Background: an optimization exercise with open tools, aiming at a short achievable clock period and few clock cycles per item. Do not read the settings as production practice. Function not checked in this run: the RTL went through the layout flow alone. Power is estimated from default activity; no workload was simulated.

==> flow/design.v <==
package decode_stage_buffered_pkg;
  typedef enum logic [3:0] {
    UNIT_NONE   = 4'd0,
    UNIT_ALU    = 4'd1,
    UNIT_BRANCH = 4'd2,
    UNIT_MEM    = 4'd3
  } unit_t;
  localparam logic [6:0] OPC_OP     = 7'b0110011;
  localparam logic [6:0] OPC_OP_IMM = 7'b0010011;
  localparam logic [6:0] OPC_LUI    = 7'b0110111;
  localparam logic [6:0] OPC_AUIPC  = 7'b0010111;
  localparam logic [6:0] OPC_BRANCH = 7'b1100011;
  localparam logic [6:0] OPC_JAL    = 7'b1101111;
  localparam logic [6:0] OPC_JALR   = 7'b1100111;
  localparam logic [6:0] OPC_LOAD   = 7'b0000011;
  localparam logic [6:0] OPC_STORE  = 7'b0100011;
  localparam logic [4:0] OP_ADDI = 5'b10000;
  localparam logic [4:0] OP_JAL  = 5'b01000;
  localparam logic [4:0] OP_JALR = 5'b01001;
  typedef struct packed {
    unit_t       unit;
    logic [4:0]  op;
    logic [31:0] imm;
    logic        use_rs1;
    logic        use_rs2;
    logic        rd_write;
    logic        pc_op1;
    logic        illegal;
  } dec_t;
endpackage
module decode_fifo #(
  parameter int WIDTH = 64,
  parameter int DEPTH = 4,
  localparam int PTR_W = $clog2(DEPTH),
  localparam int CNT_W = PTR_W + 1
) (
  input  logic             clk_i,
  input  logic             rst_i,
  input  logic             flush_i,
  input  logic             push_i,
  input  logic             pop_i,
  input  logic [WIDTH-1:0] data_i,
  output logic [WIDTH-1:0] data_o,
  output logic [CNT_W-1:0] count_o,
  output logic             full_o,
  output logic             empty_o
);
  logic [WIDTH-1:0] mem [DEPTH];
  logic [PTR_W-1:0] wptr_q, rptr_q;
  logic [CNT_W-1:0] count_q;
  logic             push_ok, pop_ok;
  assign full_o  = (count_q == CNT_W'(DEPTH));
  assign empty_o = (count_q == '0);
  assign push_ok = push_i && !full_o && !flush_i;
  assign pop_ok  = pop_i && !empty_o && !flush_i;
  assign data_o  = mem[rptr_q];
  assign count_o = count_q;
  always_ff @(posedge clk_i) begin
    if (push_ok) mem[wptr_q] <= data_i;
  end
  always_ff @(posedge clk_i) begin
    if (!rst_i || flush_i) begin
      wptr_q  <= '0;
      rptr_q  <= '0;
      count_q <= '0;
    end else begin
      if (push_ok) wptr_q <= wptr_q + PTR_W'(1);
      if (pop_ok)  rptr_q <= rptr_q + PTR_W'(1);
      case ({push_ok, pop_ok})
        2'b10:   count_q <= count_q + CNT_W'(1);
        2'b01:   count_q <= count_q - CNT_W'(1);
        default: count_q <= count_q;
      endcase
    end
  end
endmodule
module decode_stage_buffered #(
  parameter int XLEN      = 32,
  parameter int BUF_DEPTH = 4,
  parameter int NUM_REGS  = 32
) (
  input  logic                         clk_i,
  input  logic                         rst_i,
  input  logic                         flush_i,
  input  logic                         getir_valid_i,
  output logic                         getir_ready_o,
  input  logic [31:0]                  getir_buyruk_i,
  input  logic [XLEN-1:0]              getir_ps_i,
  input  logic                         writeback_enable_i,
  input  logic [4:0]                   writeback_address_i,
  input  logic [XLEN-1:0]              writeback_result_i,
  output logic                         yurut_valid_o,
  input  logic                         yurut_ready_i,
  output logic [3:0]                   yurut_birim_secimi_o,
  output logic [4:0]                   yurut_islem_secimi_o,
  output logic [XLEN-1:0]              yurut_integer_deger1_o,
  output logic [XLEN-1:0]              yurut_integer_deger2_o,
  output logic [XLEN-1:0]              yurut_immidiate_o,
  output logic [XLEN-1:0]              yurut_ps_yeni_o,
  output logic [4:0]                   yurut_rd_adres_o,
  output logic                         yurut_rd_write_o,
  output logic                         yurut_illegal_o,
  output logic [$clog2(BUF_DEPTH):0]   buf_count_o
);
  function automatic logic [31:0] imm_i(input logic [31:0] w);
    imm_i = {{20{w[31]}}, w[31:20]};
  endfunction
  function automatic logic [31:0] imm_s(input logic [31:0] w);
    imm_s = {{20{w[31]}}, w[31:25], w[11:7]};
  endfunction
  function automatic logic [31:0] imm_b(input logic [31:0] w);
    imm_b = {{19{w[31]}}, w[31], w[7], w[30:25], w[11:8], 1'b0};
  endfunction
  function automatic logic [31:0] imm_u(input logic [31:0] w);
    imm_u = {w[31:12], 12'b0};
  endfunction
  function automatic logic [31:0] imm_j(input logic [31:0] w);
    imm_j = {{11{w[31]}}, w[31], w[19:12], w[20], w[30:21], 1'b0};
  endfunction
  logic [31:0]           head_instr;
  logic [XLEN-1:0]       head_pc;
  logic                  fifo_full, fifo_empty, issue, hazard;
  logic [4:0]            rs1, rs2, rd;
  logic [2:0]            f3;
  decode_stage_buffered_pkg::dec_t                  dec;
  logic [XLEN-1:0]       regs [NUM_REGS];
  logic [XLEN-1:0]       rs1_val, rs2_val;
  logic [NUM_REGS-1:0]   busy_q, busy_nxt, busy_chk;
  decode_fifo #(.WIDTH(32 + XLEN), .DEPTH(BUF_DEPTH)) u_fifo (
    .clk_i   (clk_i),
    .rst_i   (rst_i),
    .flush_i (flush_i),
    .push_i  (getir_valid_i),
    .pop_i   (issue),
    .data_i  ({getir_ps_i, getir_buyruk_i}),
    .data_o  ({head_pc, head_instr}),
    .count_o (buf_count_o),
    .full_o  (fifo_full),
    .empty_o (fifo_empty)
  );
  assign getir_ready_o = !fifo_full;
  assign rd  = head_instr[11:7];
  assign f3  = head_instr[14:12];
  assign rs1 = head_instr[19:15];
  assign rs2 = head_instr[24:20];
  always_comb begin
    dec = '0;
    case (head_instr[6:0])
      decode_stage_buffered_pkg::OPC_OP:     begin dec.unit = decode_stage_buffered_pkg::UNIT_ALU; dec.op = {1'b0, head_instr[30], f3};
                        dec.use_rs1 = 1'b1; dec.use_rs2 = 1'b1; dec.rd_write = 1'b1; end
      decode_stage_buffered_pkg::OPC_OP_IMM: begin dec.unit = decode_stage_buffered_pkg::UNIT_ALU; dec.op = {1'b1, (f3 == 3'b101) && head_instr[30], f3};
                        dec.imm = imm_i(head_instr); dec.use_rs1 = 1'b1; dec.rd_write = 1'b1; end
      decode_stage_buffered_pkg::OPC_LUI:    begin dec.unit = decode_stage_buffered_pkg::UNIT_ALU; dec.op = decode_stage_buffered_pkg::OP_ADDI; dec.imm = imm_u(head_instr);
                        dec.rd_write = 1'b1; end
      decode_stage_buffered_pkg::OPC_AUIPC:  begin dec.unit = decode_stage_buffered_pkg::UNIT_ALU; dec.op = decode_stage_buffered_pkg::OP_ADDI; dec.imm = imm_u(head_instr);
                        dec.pc_op1 = 1'b1; dec.rd_write = 1'b1; end
      decode_stage_buffered_pkg::OPC_BRANCH: begin dec.unit = decode_stage_buffered_pkg::UNIT_BRANCH; dec.op = {2'b00, f3}; dec.imm = imm_b(head_instr);
                        dec.use_rs1 = 1'b1; dec.use_rs2 = 1'b1; end
      decode_stage_buffered_pkg::OPC_JAL:    begin dec.unit = decode_stage_buffered_pkg::UNIT_BRANCH; dec.op = decode_stage_buffered_pkg::OP_JAL; dec.imm = imm_j(head_instr);
                        dec.rd_write = 1'b1; end
      decode_stage_buffered_pkg::OPC_JALR:   begin dec.unit = decode_stage_buffered_pkg::UNIT_BRANCH; dec.op = decode_stage_buffered_pkg::OP_JALR; dec.imm = imm_i(head_instr);
                        dec.use_rs1 = 1'b1; dec.rd_write = 1'b1; end
      decode_stage_buffered_pkg::OPC_LOAD:   begin dec.unit = decode_stage_buffered_pkg::UNIT_MEM; dec.op = {2'b00, f3}; dec.imm = imm_i(head_instr);
                        dec.use_rs1 = 1'b1; dec.rd_write = 1'b1; end
      decode_stage_buffered_pkg::OPC_STORE:  begin dec.unit = decode_stage_buffered_pkg::UNIT_MEM; dec.op = {2'b10, f3}; dec.imm = imm_s(head_instr);
                        dec.use_rs1 = 1'b1; dec.use_rs2 = 1'b1; end
      default:    dec.illegal = 1'b1;
    endcase
    dec.rd_write = dec.rd_write && (rd != 5'd0);
  end
  always_comb begin
    rs1_val  = (rs1 == 5'd0) ? '0 : regs[rs1];
    rs2_val  = (rs2 == 5'd0) ? '0 : regs[rs2];
    busy_chk = busy_q;
  end
  assign hazard = (dec.use_rs1 && busy_chk[rs1]) || (dec.use_rs2 && busy_chk[rs2]) ||
                  (dec.rd_write && busy_chk[rd]);
  assign issue  = !fifo_empty && !hazard && (!yurut_valid_o || yurut_ready_i) && !flush_i;
  always_ff @(posedge clk_i) begin
    if (writeback_enable_i && writeback_address_i != 5'd0)
      regs[writeback_address_i] <= writeback_result_i;
  end
  always_comb begin
    busy_nxt = busy_q;
    if (writeback_enable_i) busy_nxt[writeback_address_i] = 1'b0;
    if (flush_i) begin
      if (yurut_valid_o && yurut_rd_write_o) busy_nxt[yurut_rd_adres_o] = 1'b0;
    end else if (issue && dec.rd_write) begin
      busy_nxt[rd] = 1'b1;
    end
  end
  always_ff @(posedge clk_i) begin
    if (!rst_i) busy_q <= '0;
    else        busy_q <= busy_nxt;
  end
  always_ff @(posedge clk_i) begin
    if (!rst_i) begin
      yurut_valid_o          <= 1'b0;
      yurut_birim_secimi_o   <= '0;
      yurut_islem_secimi_o   <= '0;
      yurut_integer_deger1_o <= '0;
      yurut_integer_deger2_o <= '0;
      yurut_immidiate_o      <= '0;
      yurut_ps_yeni_o        <= '0;
      yurut_rd_adres_o       <= '0;
      yurut_rd_write_o       <= 1'b0;
      yurut_illegal_o        <= 1'b0;
    end else if (flush_i) begin
      yurut_valid_o <= 1'b0;
    end else if (issue) begin
      yurut_valid_o          <= 1'b1;
      yurut_birim_secimi_o   <= dec.unit;
      yurut_islem_secimi_o   <= dec.op;
      yurut_integer_deger1_o <= dec.pc_op1 ? head_pc : (dec.use_rs1 ? rs1_val : '0);
      yurut_integer_deger2_o <= dec.use_rs2 ? rs2_val : '0;
      yurut_immidiate_o      <= dec.imm;
      yurut_ps_yeni_o        <= head_pc;
      yurut_rd_adres_o       <= rd;
      yurut_rd_write_o       <= dec.rd_write;
      yurut_illegal_o        <= dec.illegal;
    end else if (yurut_ready_i) begin
      yurut_valid_o <= 1'b0;
    end
  end
endmodule
==> flow/run.sh <==
#!/bin/bash
# synth_recipe.tcl (not shown) runs the flow's synth.tcl, then flattens the netlist and writes it again
# the make line also repeats each setting of config.mk as NAME=value (left out here)
make -C /OpenROAD-flow-scripts/flow DESIGN_CONFIG=/design/flow/config.mk WORK_HOME=/design/flow/orfs CLKGATE_MAP_FILE= SYNTH_SCRIPT=/design/flow/synth_recipe.tcl finish
==> flow/config.mk <==
export PLATFORM = sky130hd
export DESIGN_NAME = decode_stage_buffered
export DESIGN_NICKNAME = decode_stage_buffered
export VERILOG_FILES = /design/flow/design.v
export SDC_FILE = /design/flow/constraint.sdc
export NUM_CORES = 4
export LEC_CHECK = 0
export CAP_MARGIN = 20
export CORE_MARGIN = 2
export CORE_UTILIZATION = 40
export SLEW_MARGIN = 20
==> flow/constraint.sdc <==
create_clock -name core_clock -period 4.5 [get_ports {clk_i}]
set_input_delay 0.9000 -clock core_clock [delete_from_list [all_inputs] [get_ports {clk_i}]]
set_output_delay 0.9000 -clock core_clock [all_outputs]
set_load 0.01 [all_outputs]
==> flow_summary_export.csv <==
group,metric,value,unit
run_status,status,"finished clean",
floorplanning,die_h,412,um
layout,post-route-util,47.0,%
floorplanning,core_area,0.165,sq mm
clock_network,clkLatencyLatePin,0.80,ns
routing,via_count,42100,
yosys,synth.avg_cell_area,16.0,sq um
yosys,async_reset_ff_share,0,%
critical_path,cp_max_fo,32,
routing,initialDrtViolationCount,5189,
yosys,synth_edf_count,1280,
floorplanning,die-area,0.170,sq mm
critical_path,critPathKind,"flip-flop to flip-flop",
clock_network,path_clk_slew,0.06,ns
clock_network,cts_tree,"built",
yosys,synth_cell_type_count,70,
placed_design,dp_slack,0.330,ns
grt,grt_pass1_vias,41300,
yosys,synthCells,4154,
clock_network,clock_sinks,1464,
critical_path,slowest_stage,"mux4_2",
sta,whs,0.458,ns
sta,fin_crit_sh,93.1,%
clock_network,htree_levels,4,
yosys,synth-seq-cells,1464,
sta,worst_pin_slew,1.15,ns
layout,nFillCells,14100,
grt,grt_start_max_net_pins,181,
floorplanning,fp.dieW,412,um
sta,fin_setup_tns,0,ns
yosys,syn_area,0.0665,sq mm
flow_run,max-cap-violations,0,
clock_network,clk_path_buf_depth,3,
routing,ant_nets,0,
clock_network,ctsResizeCount,0,
critical_path,critPathMaxStageDelay,0.66,ns
yosys,yosys.area.top_type,"edfxtp_1",
yosys,synth.most_common_cell,"edfxtp_1",
routing,remaining_drc_errors,0,
critical_path,required,5.20,ns
grt,grt_pass1_wl,305,mm
routing,via_per_inst,6.21,
floorplanning,pin_count,256,
grt,grt_use_total,25.1,%
floorplanning,initial_core_util,40.3,%
grt,antenna_found_initial,17,
clock_network,cts_root_buf,"clkbuf_16",
yosys,ys_warn_count,2,
critical_path,arrival,4.89,ns
sta,setup_viol,0,
grt,gr-total-overflow,0,
placed_design,hpwl,129,mm
yosys,synthFlopType,"edfxtp_1",
critical_path,worst_setup_path_end_kind,"flip-flop",
sta,slew_headroom,23.0,%
floorplanning,placementRows,149,
placed_design,gp_congestion,0.877,
sta,period_minus_slack,4.19,ns
yosys,synth-seq-area-share,63.3,%
power,p_per_area,383,mW/mm^2
layout,nets,4575,
sta,grt_setup_unrepaired,"no",
sta,slew_viol_final,0,
yosys,synth_common_cells,"1,280 x edfxtp_1, 639 x nand2_1, 482 x mux4_2, 295 x mux2i_1, 186 x clkbuf_1",
placed_design,port_buffers,253,
routing,routedWlPerCell,31.9,um
clock_network,cts_made_buffers,155,
critical_path,cp_cell_sequence,"buf_12 > mux4_2 > nand2b_1 > a2111oi_0 > buf_4 > nand2_1 > a31oi_1 > a2111oi_4 > nand3_4 > buf_4 > buf_4 > mux2i_1",
yosys,netlist_top_cells_area,"edfxtp_1 58%, mux4_2 16%, dfxtp_1 5.5%, mux2i_1 4.4%, nand2_1 3.6%",
routing,drt-pass1-iter-count,5,
routing,finalWirelength,216,mm
sta,fmax,239,MHz
sta,skew,0.0262,ns
yosys,synth_top_cell_area_share,57.8,%
critical_path,start_kind,"flip-flop",
critical_path,cpMostUsedCell,"buf_4",
sta,final-hold-violation-count,0,
layout,area_growth,16.7,%
power,p_leak,25.6,nW
power,peakVddDrop,404,uV
sta,fin_ws,0.309,ns
worst_hold_path,hp-class,"flip-flop to flip-flop",
layout,drive_above_1_share,22.9,%
[power by group]
part	internal (mW)	switching, mW	leakage [nW]
combinational	0.826	1.30	10.1
sequential	14.9	0.0675	13.0
clock	7.06	5.52	2.44
[cells by family after synthesis]
group                      after synthesis  share of synthesized area (%)
muxes                                  848                           22.0
and+or+nand+nor                        985                           6.37
DFF                                   1464                           63.3
AOI/OAI and AO/OA                      473                           5.37
adders and majority gates               19                          0.369
xor gates and xnor gates                16                          0.211
buffers and inverters                  348                           2.36
other                                    1                        0.00564
[per-stage QoR]
stage | total power [mW] | std cells | instance area, sq um
3_3_place_gp | 17.4 | 6477 | 72600
6_report | 29.7 | 6773 | 77600
2_1_floorplan | 16.5 | 4155 | 66500
4_1_cts | 29.9 | 6763 | 77600
3_5_place_dp | 17.4 | 6477 | 72600
5_1_grt | 30.5 | 6771 | 77600
[layer usage]
layer | part of all wire, % | global-route usage [%] | vias to the layer above
li1 | - | - | 17400
met5 | 0.021 | 0 | -
met3 | 8.4 | 4.53 | 410
met1 | 39 | 33.8 | 22200
met4 | 4.3 | 10.3 | 6
met2 | 48 | 40.4 | 2078
[worst max-delay path, delay by kind of cell (launching register included)]
kind | cells | cell delay [ns]
buffers and inverters | 4 | 1.40
and+or+nand+nor | 3 | 0.40
DFF | 1 | 0.49
AOI/OAI and AO/OA | 3 | 0.82
muxes | 2 | 0.95
[final timing paths]
check                             startpoint                    endpoint  slack (ns)  depth (start not counted)
setup reg to reg                   flip-flop     yurut_birim_secimi_o[1]        0.31                         12
setup / recovery                   flip-flop     yurut_birim_secimi_o[1]        0.31                         12
hold / removal    yurut_integer_deger2_o[27]  yurut_integer_deger2_o[27]        0.46                          2
hold reg to reg   yurut_integer_deger2_o[27]  yurut_integer_deger2_o[27]        0.46                          2
[cell usage in the layout, fill, tap and decap left out, types with 18 or more instances in the layout]
master           count
dfxtp_1            182
buf_4              155
clkinv_1            24
buf_12              38
mux2i_1            294
clkinv_2            26
a221o_1             37
inv_1               37
o21ai_0             64
nor2_1              31
mux4_2             478
clkbuf_1            39
nand3_1            110
clkdlybuf4s50_1    239
ha_1                18
a221oi_1            49
o2111ai_1           46
and3_1              37
clkbuf_16          155
edfxtp_1          1280
nor3_1              40
a31oi_1             42
mux2_2              70
a22oi_1             77
nand2_1            639
a21oi_1             43
nor2_4              36
[cell type report]
cell class	count	area (sq um)	share of cell area (%)
multi-input cells	2343	23200	29.9
repair buffers	446	4400	5.67
clock inverters	75	718	0.926
clock buffers	211	4260	5.49
well taps	2189	2740	3.53
diodes	6	15.0	0.0193
inverters	39	146	0.189
flip-flops and latches	1464	42100	54.3
[registers in the layout (all words and copies together) (netlist names), named ones only]
register                count
yurut_illegal_o             1
yurut_integer_deger1_o     32
yurut_birim_secimi_o        2
u_fifo.count_q              3
yurut_integer_deger2_o     32
yurut_rd_write_o            1
yurut_valid_o               1
yurut_ps_yeni_o            32
u_fifo.mem                256
u_fifo.wptr_q               2
yurut_rd_adres_o            5
u_fifo.rptr_q               2
regs                     1024
busy_q                     32
yurut_immidiate_o          32
yurut_islem_secimi_o        5
[what timing repair did]
item / CTS / global route
setup buffers: 0 / 4
hold endpoints to repair: 0 / 0
hold buffers: 0 / 0
setup endpoints to repair: 0 / 1

static timing again, ports no longer ideal:
No port has a modelled driver above. Below, the same layout with a new extraction and two added sets of constraints.
Step 1 assumes that a clkbuf_16 drives the clock port and a buf_2 every other input.
Step 2 times the ports against the registers' clock, not the clock port: input delays grow and output delays shrink by t, the midpoint of the rising clock arrivals with the driver on.
Three values: ideal ports, drivers, drivers and shift; two values: the first two.
t, ns: 0.874
setup slack, ns: 0.309 / 0.309 / 0.309
hold slack, ns: 0.458 / 0.458 / 0.458
worst setup path after step 2: register to register
After both steps this run still meets setup and hold. For this run, drivers alone change the setup slack by 0.000 ns; drivers and shift together by 0.000 ns.
